Source: an optimization exercise on an open RTL-to-GDS flow (aim: small area, a short achievable clock period and few clock cycles per item). Production flows keep margins and buffers that such runs may drop. RTL that was checked went through simulation tests only; none was proved equivalent to the original. No activity file was given, so power comes from the tool's default toggle rates.

## exp/quartz
## sequence_id_unwrapper
module sequence_id_unwrapper (
  input  logic                          clk_i,
  input  logic                          rst_ni,
  input  logic                          cfg_valid_i,
  output logic                          cfg_ready_o,
  input  logic [sidu_pkg::ThrW-1:0]     gap_threshold_i,
  input  logic                          gen_load_i,
  input  logic [sidu_pkg::GenW-1:0]     gen_value_i,
  input  logic                          in_valid_i,
  output logic                          in_ready_o,
  input  logic [sidu_pkg::CidW-1:0]     compressed_id_i,
  output logic                          out_valid_o,
  input  logic                          out_ready_i,
  output logic                          accepted_o,
  output logic [sidu_pkg::IdW-1:0]      full_id_o
);
  logic                      a_vld_q, b_free_q, out_vld_q;
  logic [sidu_pkg::CidW-1:0] a_cid_q, b_cid_q, a_cid_d;
  logic [2:0]                a_flg_q, a_flg_d, flg;
  logic                      wrap_q, adv_q, wrap_d, hw_d;
  logic [16:0]               a_v1_q, a_v1_d;
  logic [sidu_pkg::ThrW-1:0] thr;
  logic                      step, a_free, take, busy;
  assign take        = in_valid_i && b_free_q;
  assign step        = a_vld_q && !busy && (!out_vld_q || out_ready_i);
  assign a_free      = !a_vld_q || step;
  assign in_ready_o  = b_free_q;
  assign cfg_ready_o = 1'b1;
  assign a_cid_d     = b_free_q ? compressed_id_i : b_cid_q;
  assign flg         = a_free ? a_flg_d : a_flg_q;
  assign wrap_d      = hw_d && flg[0];
  sidu_flags u_flags (
    .thr_i   (thr),
    .cid_i   (a_cid_d),
    .flags_o (a_flg_d),
    .v1_o    (a_v1_d)
  );
  sidu_core u_core (
    .clk_i      (clk_i),
    .rst_ni     (rst_ni),
    .step_i     (step),
    .busy_o     (busy),
    .cid_i      (a_cid_q),
    .wrap_i     (wrap_q),
    .adv_i      (adv_q),
    .hwc_i      (a_flg_q[2]),
    .v1_i       (a_v1_q),
    .hw_d_o     (hw_d),
    .thr_o      (thr),
    .cfg_we_i   (cfg_valid_i),
    .cfg_data_i (gap_threshold_i),
  ...
Settings: LEC_CHECK=0, CAP_MARGIN=20, CORE_MARGIN=2, CORE_UTILIZATION=40, SETUP_SLACK_MARGIN=5, SLEW_MARGIN=20, TNS_END_PERCENT=10; clock period 10.0 ns.
standard.sh (not shown) runs the stock make flow with config.mk's settings and CLKGATE_MAP_FILE= SYNTH_SCRIPT=/design/flow/synth_recipe.tcl, a recipe that flattens the netlist after the stock synthesis.
==> flow/flow/run.sh <==
#!/bin/bash
# Layout flow: the standard layout (standard.sh: the standard synthesis and ORFS steps,
# unchanged), with two make settings added:
#  - the buffer that placement puts on every input and output port is a plain buf_1 cell
#    instead of the resizer's default choice (a delay buffer);
set -euo pipefail
MARGIN=6
export BUFFER_PORTS_ARGS="-buffer_cell sky130_fd_sc_hd__buf_1"
bash standard.sh "BUFFER_PORTS_ARGS=$BUFFER_PORTS_ARGS" "SETUP_SLACK_MARGIN=$MARGIN" SKIP_LAST_GASP=1 finish \
  > standard.log 2>&1
exp/quartz ran to completion and came out clean on the timing, DRC and antenna checks.
Testbench counts of exp/quartz, summed over its fixed seeds: cycles 80,176, items 80,000.
#### Input delta (exp/sierra over exp/quartz)
Settings: SLEW_MARGIN now 5, was 20; CAP_MARGIN now 5, was 20.
diff --git a/flow/flow/run.sh b/flow/flow/run.sh
--- a/flow/flow/run.sh
+++ b/flow/flow/run.sh
@@ -8,3 +8,3 @@
 export BUFFER_PORTS_ARGS="-buffer_cell sky130_fd_sc_hd__buf_1"
-bash standard.sh "BUFFER_PORTS_ARGS=$BUFFER_PORTS_ARGS" "SETUP_SLACK_MARGIN=$MARGIN" SKIP_LAST_GASP=1 finish \
+bash standard.sh "BUFFER_PORTS_ARGS=$BUFFER_PORTS_ARGS" "SETUP_SLACK_MARGIN=$MARGIN" finish \
   > standard.log 2>&1
## What came out
exp/quartz → exp/sierra: period utilization level, final worst setup slack shows no meaningful change, combinational share of power level, sequential power share neither gained nor lost much.
| cell count after placement | exp/sierra vs exp/quartz | ≈ equal |
[compare] base=exp/quartz new=exp/sierra: global-route wire length before repair level, met3 capacity usage during global routing saw little to no change, post-detailed-route wirelength per cell closely matched the old numbers, number of detailed-routing iterations run before antenna repair essentially unchanged, slack of the worst reg-to-reg path level.
### exp/sierra -> exp/yarrow
Settings: TNS_END_PERCENT: 10 -> unset; CAP_MARGIN: 5 -> 20; SLEW_MARGIN: 5 -> 20; CTS_BUF_LIST: unset -> sky130_fd_sc_hd__clkbuf_8.
==> notes.md <==
- The lower sequential share of layout area of exp/sierra and exp/yarrow is in exp/yarrow.
- Compared with exp/sierra, exp/yarrow improves first-pass GRT wire length.
- Compared with exp/sierra, placement density in the core of exp/yarrow is higher.
- Post-route fraction of the period consumed by the critical path: lower on exp/yarrow
- exp/yarrow against exp/sierra: number of cells on the critical path has remained practically unchanged; number of standard cells in the layout, taps in and fillers out saw an increase.
- Buffer count from post-CTS setup fixing for exp/yarrow: 2 down relative to exp/sierra
- Going from exp/sierra to exp/yarrow, synthesized cell count has remained practically unchanged, number of clock buffers inserted by TritonCTS has remained practically unchanged.
- Summary of the comparison: final total power is lower in exp/yarrow, relative to exp/sierra.
- Compared to exp/sierra, the routing of exp/yarrow uses more wire.
Input-level comparison between exp/juniper and exp/yarrow:
Settings: putting TNS_END_PERCENT at 10 where nothing was set; clearing CTS_BUF_LIST, which used to be sky130_fd_sc_hd__clkbuf_8.
diff --git a/flow/flow/run.sh b/flow/flow/run.sh
--- a/flow/flow/run.sh
+++ b/flow/flow/run.sh
@@ -8,3 +8,3 @@
 export BUFFER_PORTS_ARGS="-buffer_cell sky130_fd_sc_hd__buf_1"
-bash standard.sh "BUFFER_PORTS_ARGS=$BUFFER_PORTS_ARGS" "SETUP_SLACK_MARGIN=$MARGIN" finish \
+bash standard.sh "BUFFER_PORTS_ARGS=$BUFFER_PORTS_ARGS" "SETUP_SLACK_MARGIN=$MARGIN" SKIP_GATE_CLONING=1 finish \
   > standard.log 2>&1
Notes after the runs:
Looking at share of layout cells above drive strength 1, exp/juniper sits 2.3 points below exp/yarrow.
Summary of exp/juniper over exp/yarrow: buffer count excluding the clock tree in the final layout decreased by 22 relative to the old numbers; worst reg-to-reg setup slack decreased by 0.06 ns relative to the old numbers; global-route usage over all layers closely matched the old numbers.
Diff exp/yarrow -> exp/juniper | net count reported at finish | down slightly
## Diff of input files: exp/umber against exp/juniper
diff --git a/flow/flow/run.sh b/flow/flow/run.sh
--- a/flow/flow/run.sh
+++ b/flow/flow/run.sh
@@ -8,3 +8,3 @@
 export BUFFER_PORTS_ARGS="-buffer_cell sky130_fd_sc_hd__buf_1"
-bash standard.sh "BUFFER_PORTS_ARGS=$BUFFER_PORTS_ARGS" "SETUP_SLACK_MARGIN=$MARGIN" SKIP_GATE_CLONING=1 finish \
+bash standard.sh "BUFFER_PORTS_ARGS=$BUFFER_PORTS_ARGS" "SETUP_SLACK_MARGIN=$MARGIN" finish \
   > standard.log 2>&1
Findings:
- Summary of the comparison: count of plain and timing-repair buffers is lower in exp/umber, relative to exp/juniper.
- Per the comparison of exp/umber with exp/juniper, wire length on met3 lower; wire length of the first global-routing pass neither gained nor lost much.
- Routed wire length essentially unchanged between exp/juniper and exp/umber.
- exp/juniper and exp/umber ended up with nearly the same via count of the first global-routing pass.
Relative to exp/umber, the following input files were edited for exp/nickel:
Settings: TNS_END_PERCENT no longer set, was 10.
Notes after the runs:
When exp/nickel is set beside exp/umber, its power share of the clock group turns out to be 0.4 points larger.
Delta (exp/nickel minus exp/umber): hold slack comparable, final worst setup slack now larger, proportion of final cell area spent on non-clock buffers now larger, combinational power comparable.
A cell with the largest stage delay on the worst path of sky130_fd_sc_hd__ha_1 is what exp/nickel shows, while sky130_fd_sc_hd__or3_1 belongs to exp/umber.
Of exp/nickel and exp/umber, the lower final critical-path required period belongs to exp/nickel.

========
== ember ==
Starting RTL as in the previous note.
## sequence_id_unwrapper
module sequence_id_unwrapper (
  input  logic                          clk_i,
  input  logic                          rst_ni,
  input  logic                          cfg_valid_i,
  output logic                          cfg_ready_o,
  input  logic [sidu_pkg::ThrW-1:0]     gap_threshold_i,
  input  logic                          gen_load_i,
  input  logic [sidu_pkg::GenW-1:0]     gen_value_i,
  input  logic                          in_valid_i,
  output logic                          in_ready_o,
  input  logic [sidu_pkg::CidW-1:0]     compressed_id_i,
  output logic                          out_valid_o,
  input  logic                          out_ready_i,
  output logic                          accepted_o,
  output logic [sidu_pkg::IdW-1:0]      full_id_o
);
==> flow/config.mk <==
export PLATFORM = sky130hd
export DESIGN_NAME = sequence_id_unwrapper
export DESIGN_NICKNAME = sequence_id_unwrapper
export VERILOG_FILES = /design/flow/design.v
export SDC_FILE = /design/flow/constraint.sdc
export NUM_CORES = 4
export LEC_CHECK = 0
export CAP_MARGIN = 20
export CORE_MARGIN = 2
export CORE_UTILIZATION = 60
export SETUP_SLACK_MARGIN = 5
export SLEW_MARGIN = 20
export TNS_END_PERCENT = 10
==> flow/constraint.sdc <==
create_clock -name core_clock -period 10.0 [get_ports {clk_i}]
set_input_delay 2.0000 -clock core_clock [delete_from_list [all_inputs] [get_ports {clk_i}]]
set_output_delay 2.0000 -clock core_clock [all_outputs]
set_load 0.01 [all_outputs]
==> flow/flow/run.sh <==
#!/bin/bash
# Layout flow: the standard layout (standard.sh: the standard synthesis and ORFS steps,
# unchanged), with two make settings added:
#  - the buffer that placement puts on every input and output port is a plain buf_1 cell
#    instead of the resizer's default choice (a delay buffer);
set -euo pipefail
MARGIN=6
export BUFFER_PORTS_ARGS="-buffer_cell sky130_fd_sc_hd__buf_1"
bash standard.sh "BUFFER_PORTS_ARGS=$BUFFER_PORTS_ARGS" "SETUP_SLACK_MARGIN=$MARGIN" finish \
  > standard.log 2>&1
Testbench counts of ember, summed over its fixed seeds: cycles 80,176, items 80,000.
diff inputs: ember => lagoon
Settings: a change of CORE_UTILIZATION from 60 to 40.
==> flow/flow/run.sh <==
#!/bin/bash
# Layout flow: the standard layout (standard.sh: the standard synthesis and ORFS steps,
# unchanged), with two make settings added:
#  - the buffer that placement puts on every input and output port is a plain buf_1 cell
#    instead of the resizer's default choice (a delay buffer);
set -euo pipefail
MARGIN=6.2
export BUFFER_PORTS_ARGS="-buffer_cell sky130_fd_sc_hd__buf_1"
bash standard.sh "BUFFER_PORTS_ARGS=$BUFFER_PORTS_ARGS" "SETUP_SLACK_MARGIN=$MARGIN" finish \
  > standard.log 2>&1
lagoon reached the final stage; the timing, DRC and antenna checks on its layout passed. Comparing the two runs side by side, lagoon comes out ahead of ember on shortest clock period the worst path allows after layout. lagoon: die span in x higher than ember. lagoon vs. ember: clock-buffer cell count went up by 1. Relative to ember, the final cell area reported for lagoon is higher. lagoon vs ember, wire length went up by 350 µm. Diff ember -> lagoon: sequential share of layout area decreased 0.95 points, fraction of layout cells with a size suffix above 1 increased 2.4 points, fmax increased 0.014 GHz.
Edits applied to the flow inputs when going from lagoon to onyx:
==> flow/flow/run.sh <==
#!/bin/bash
# Layout flow: the standard layout (standard.sh: the standard synthesis and ORFS steps,
# unchanged), with two make settings added:
#  - the buffer that placement puts on every input and output port is a plain buf_1 cell
#    instead of the resizer's default choice (a delay buffer);
set -euo pipefail
MARGIN=6.35
export BUFFER_PORTS_ARGS="-buffer_cell sky130_fd_sc_hd__buf_1"
bash standard.sh "BUFFER_PORTS_ARGS=$BUFFER_PORTS_ARGS" "SETUP_SLACK_MARGIN=$MARGIN" finish \
  > standard.log 2>&1
onyx -> lagoon: synthesized area delta 0, exact match
The minimum setup slack in the final design of onyx exceeds that of lagoon by 0.014 ns.
Comparing onyx and lagoon, sequential share of power is higher on onyx.
Comparing lagoon with onyx, the area of the multi-input gates came out essentially unchanged.
Looking only at number of diodes, and setting everything else aside, the lower value of onyx and lagoon goes to lagoon.
Going from lagoon to onyx, worst hold slack went down 0.019 ns; relative area change from synthesis to final layout fell by 0.22 points.
onyx and lagoon ended up with nearly the same combinational share of power.
The average wire length per cell after detail routing number comes out higher for lagoon vs onyx.
[inputs] pepper vs onyx
Settings: changing TNS_END_PERCENT from 10 to 0.
==> flow/flow/run.sh <==
#!/bin/bash
# Layout flow: the standard layout (standard.sh: the standard synthesis and ORFS steps,
# unchanged), with two make settings added:
#  - the buffer that placement puts on every input and output port is a plain buf_1 cell
#    instead of the resizer's default choice (a delay buffer);
set -euo pipefail
MARGIN=6
export BUFFER_PORTS_ARGS="-buffer_cell sky130_fd_sc_hd__buf_1"
bash standard.sh "BUFFER_PORTS_ARGS=$BUFFER_PORTS_ARGS" "SETUP_SLACK_MARGIN=$MARGIN" finish \
  > standard.log 2>&1
==> comparison <==
Power is lower on pepper. On endpoint required time on the critical path: pepper sits above onyx. For onyx, the beginning of the critical path was compressed_id_i[0], unlike pepper, where it was wrap_q. All of onyx and pepper finish clean. Re total length of routed met3 wires: pepper is 110 µm down on onyx.
The following lists how raven was set up differently from pepper:
Settings: CTS_CLUSTER_DIAMETER now 100, previously not set; CTS_CLUSTER_SIZE now 40, previously not set; TNS_END_PERCENT now 10, was 0.
## What came out
The power per unit of standard cell area was comparable across raven and pepper. Lower highest fanout seen on the critical path was reported by raven, not pepper. raven against pepper: proportion of power drawn by combinational gates held; wire length of the first global-routing pass about even; maximum vdd drop saw an increase; final count of negative-setup-slack endpoints barely changed. The run showing the smaller minimum clock period is raven. raven was carried through to the last stage, and its layout satisfied the timing, DRC and antenna checks. Detailed route, raven vs pepper: via total lower for raven.
#### Input delta (tundra over raven)
Settings: a deleted TNS_END_PERCENT that had been 10; a deleted CTS_CLUSTER_DIAMETER that had been 100; a deleted CTS_CLUSTER_SIZE that had been 40.
==> flow/flow/run.sh <==
#!/bin/bash
# Layout flow: the standard layout (standard.sh: the standard synthesis and ORFS steps,
# unchanged), with two make settings added:
#  - the buffer that placement puts on every input and output port is a plain buf_1 cell
#    instead of the resizer's default choice (a delay buffer);
set -euo pipefail
MARGIN=6.5
export BUFFER_PORTS_ARGS="-buffer_cell sky130_fd_sc_hd__buf_1"
bash standard.sh "BUFFER_PORTS_ARGS=$BUFFER_PORTS_ARGS" "SETUP_SLACK_MARGIN=$MARGIN" finish \
  > standard.log 2>&1
[summary]
tundra vs raven: non-clock buffer contribution to total cell area up in tundra
On tundra: total non-filler cell area in the finished layout is 18% higher than what raven gave.
Delta (tundra minus raven): first-pass GRT wire length climbed 6300 µm; count of inserted tapcells barely changed; layout multi-input combinational cell count climbed 7.

========
Another version of the RTL of sequence_id_unwrapper (not shown whole).
Size: ~1,700 cells after synthesis, about 200 flip-flops.
clock: 10.0 ns
lec_check: 0
cap_margin: 20
core_margin: 2
core_utilization: 40
setup_slack_margin: 5
slew_margin: 20
==> flow/flow/run.sh <==
#!/bin/bash
# Layout flow: the standard layout (standard.sh, unchanged synthesis and steps), with the
# port buffers that placement inserts on every input and output made plain buf_1 cells
# instead of the resizer's default choice.
set -euo pipefail
export BUFFER_PORTS_ARGS="-buffer_cell sky130_fd_sc_hd__buf_1"
bash standard.sh "BUFFER_PORTS_ARGS=$BUFFER_PORTS_ARGS" SETUP_SLACK_MARGIN=7 finish > standard.log 2>&1
The first run finished with timing, DRC and antenna clean.
Next try:
--- a/flow/flow/run.sh
+++ b/flow/flow/run.sh
@@ -7 +7 @@
-bash standard.sh "BUFFER_PORTS_ARGS=$BUFFER_PORTS_ARGS" SETUP_SLACK_MARGIN=7 finish > standard.log 2>&1
+bash standard.sh "BUFFER_PORTS_ARGS=$BUFFER_PORTS_ARGS" SETUP_SLACK_MARGIN=6 finish > standard.log 2>&1
- clock skew came out higher by 0.0063 ns
- area after synthesis stays the same
- die area stays the same
- core utilization drops by 11 points
- final cell count decreases by 6.8%
Next try:
--- a/flow/flow/run.sh
+++ b/flow/flow/run.sh
@@ -7 +7 @@
-bash standard.sh "BUFFER_PORTS_ARGS=$BUFFER_PORTS_ARGS" SETUP_SLACK_MARGIN=6 finish > standard.log 2>&1
+bash standard.sh "BUFFER_PORTS_ARGS=$BUFFER_PORTS_ARGS" finish > standard.log 2>&1
What happened: Utilization goes down by 0.80 points. Register-to-register slack gets worse by 0.76 ns. Critical path depth goes down by 2. Setup slack gets worse by 0.76 ns.
No functional check of the RTL was part of any run of this note.

re-timing with driven ports:
The results above use ideal ports. As a check the final layouts listed here were re-extracted and re-timed, cells and wires unchanged. Step 1: set_driving_cell puts a clkbuf_16 on clk_i and a buf_2 on each other input, an assumption about the parent block. Step 2 times the ports against the registers' clock, not the clock port: input delays grow and output delays shrink by t, the midpoint of the rising clock arrivals with the driver on. Three values: ideal ports, drivers, drivers and shift; two values: the first two.
run | shift t [ns] | setup WS [ns] | worst setup path after step 2 | worst data-port slew with drivers (ns)
exp/quartz | 0.512 | 6.045 / 6.069 / 5.558 | input to register | 0.06
exp/sierra | 0.512 | 6.045 / 6.069 / 5.558 | input to register | 0.06
exp/yarrow | 0.559 | 6.097 / 6.106 / 5.566 | input to register | 0.07
exp/juniper | 0.514 | 6.023 / 6.051 / 5.540 | input to register | 0.06
exp/umber | 0.512 | 6.045 / 6.069 / 5.558 | input to register | 0.06
exp/nickel | 0.508 | 6.054 / 6.086 / 5.578 | input to register | 0.08
ember | 0.500 | 5.916 / 5.916 / 5.510 | input to register | 0.08
lagoon | 0.520 | 6.136 / 6.147 / 5.648 | input to register | 0.06
onyx | 0.510 | 6.150 / 6.181 / 5.671 | input to register | 0.08
pepper | 0.512 | 6.036 / 6.036 / 5.568 | input to register | 0.06
raven | 0.512 | 6.045 / 6.069 / 5.558 | input to register | 0.06
tundra | 0.520 | 6.168 / 6.189 / 5.670 | input to register | 0.07
the first run of note 3 | 0.524 | 6.232 / 6.232 / 5.940 | input to register | 0.07
the second run of note 3 | 0.517 | 6.029 / 6.029 / 5.645 | input to register | 0.07
the third run of note 3 | 0.528 | 5.264 / 5.264 / 5.075 | input to register | 0.06
After both steps every run listed still meets setup and hold. The setup slack of exp/yarrow, which loses most, moves by +0.009 ns with the drivers and by -0.531 ns with both steps.
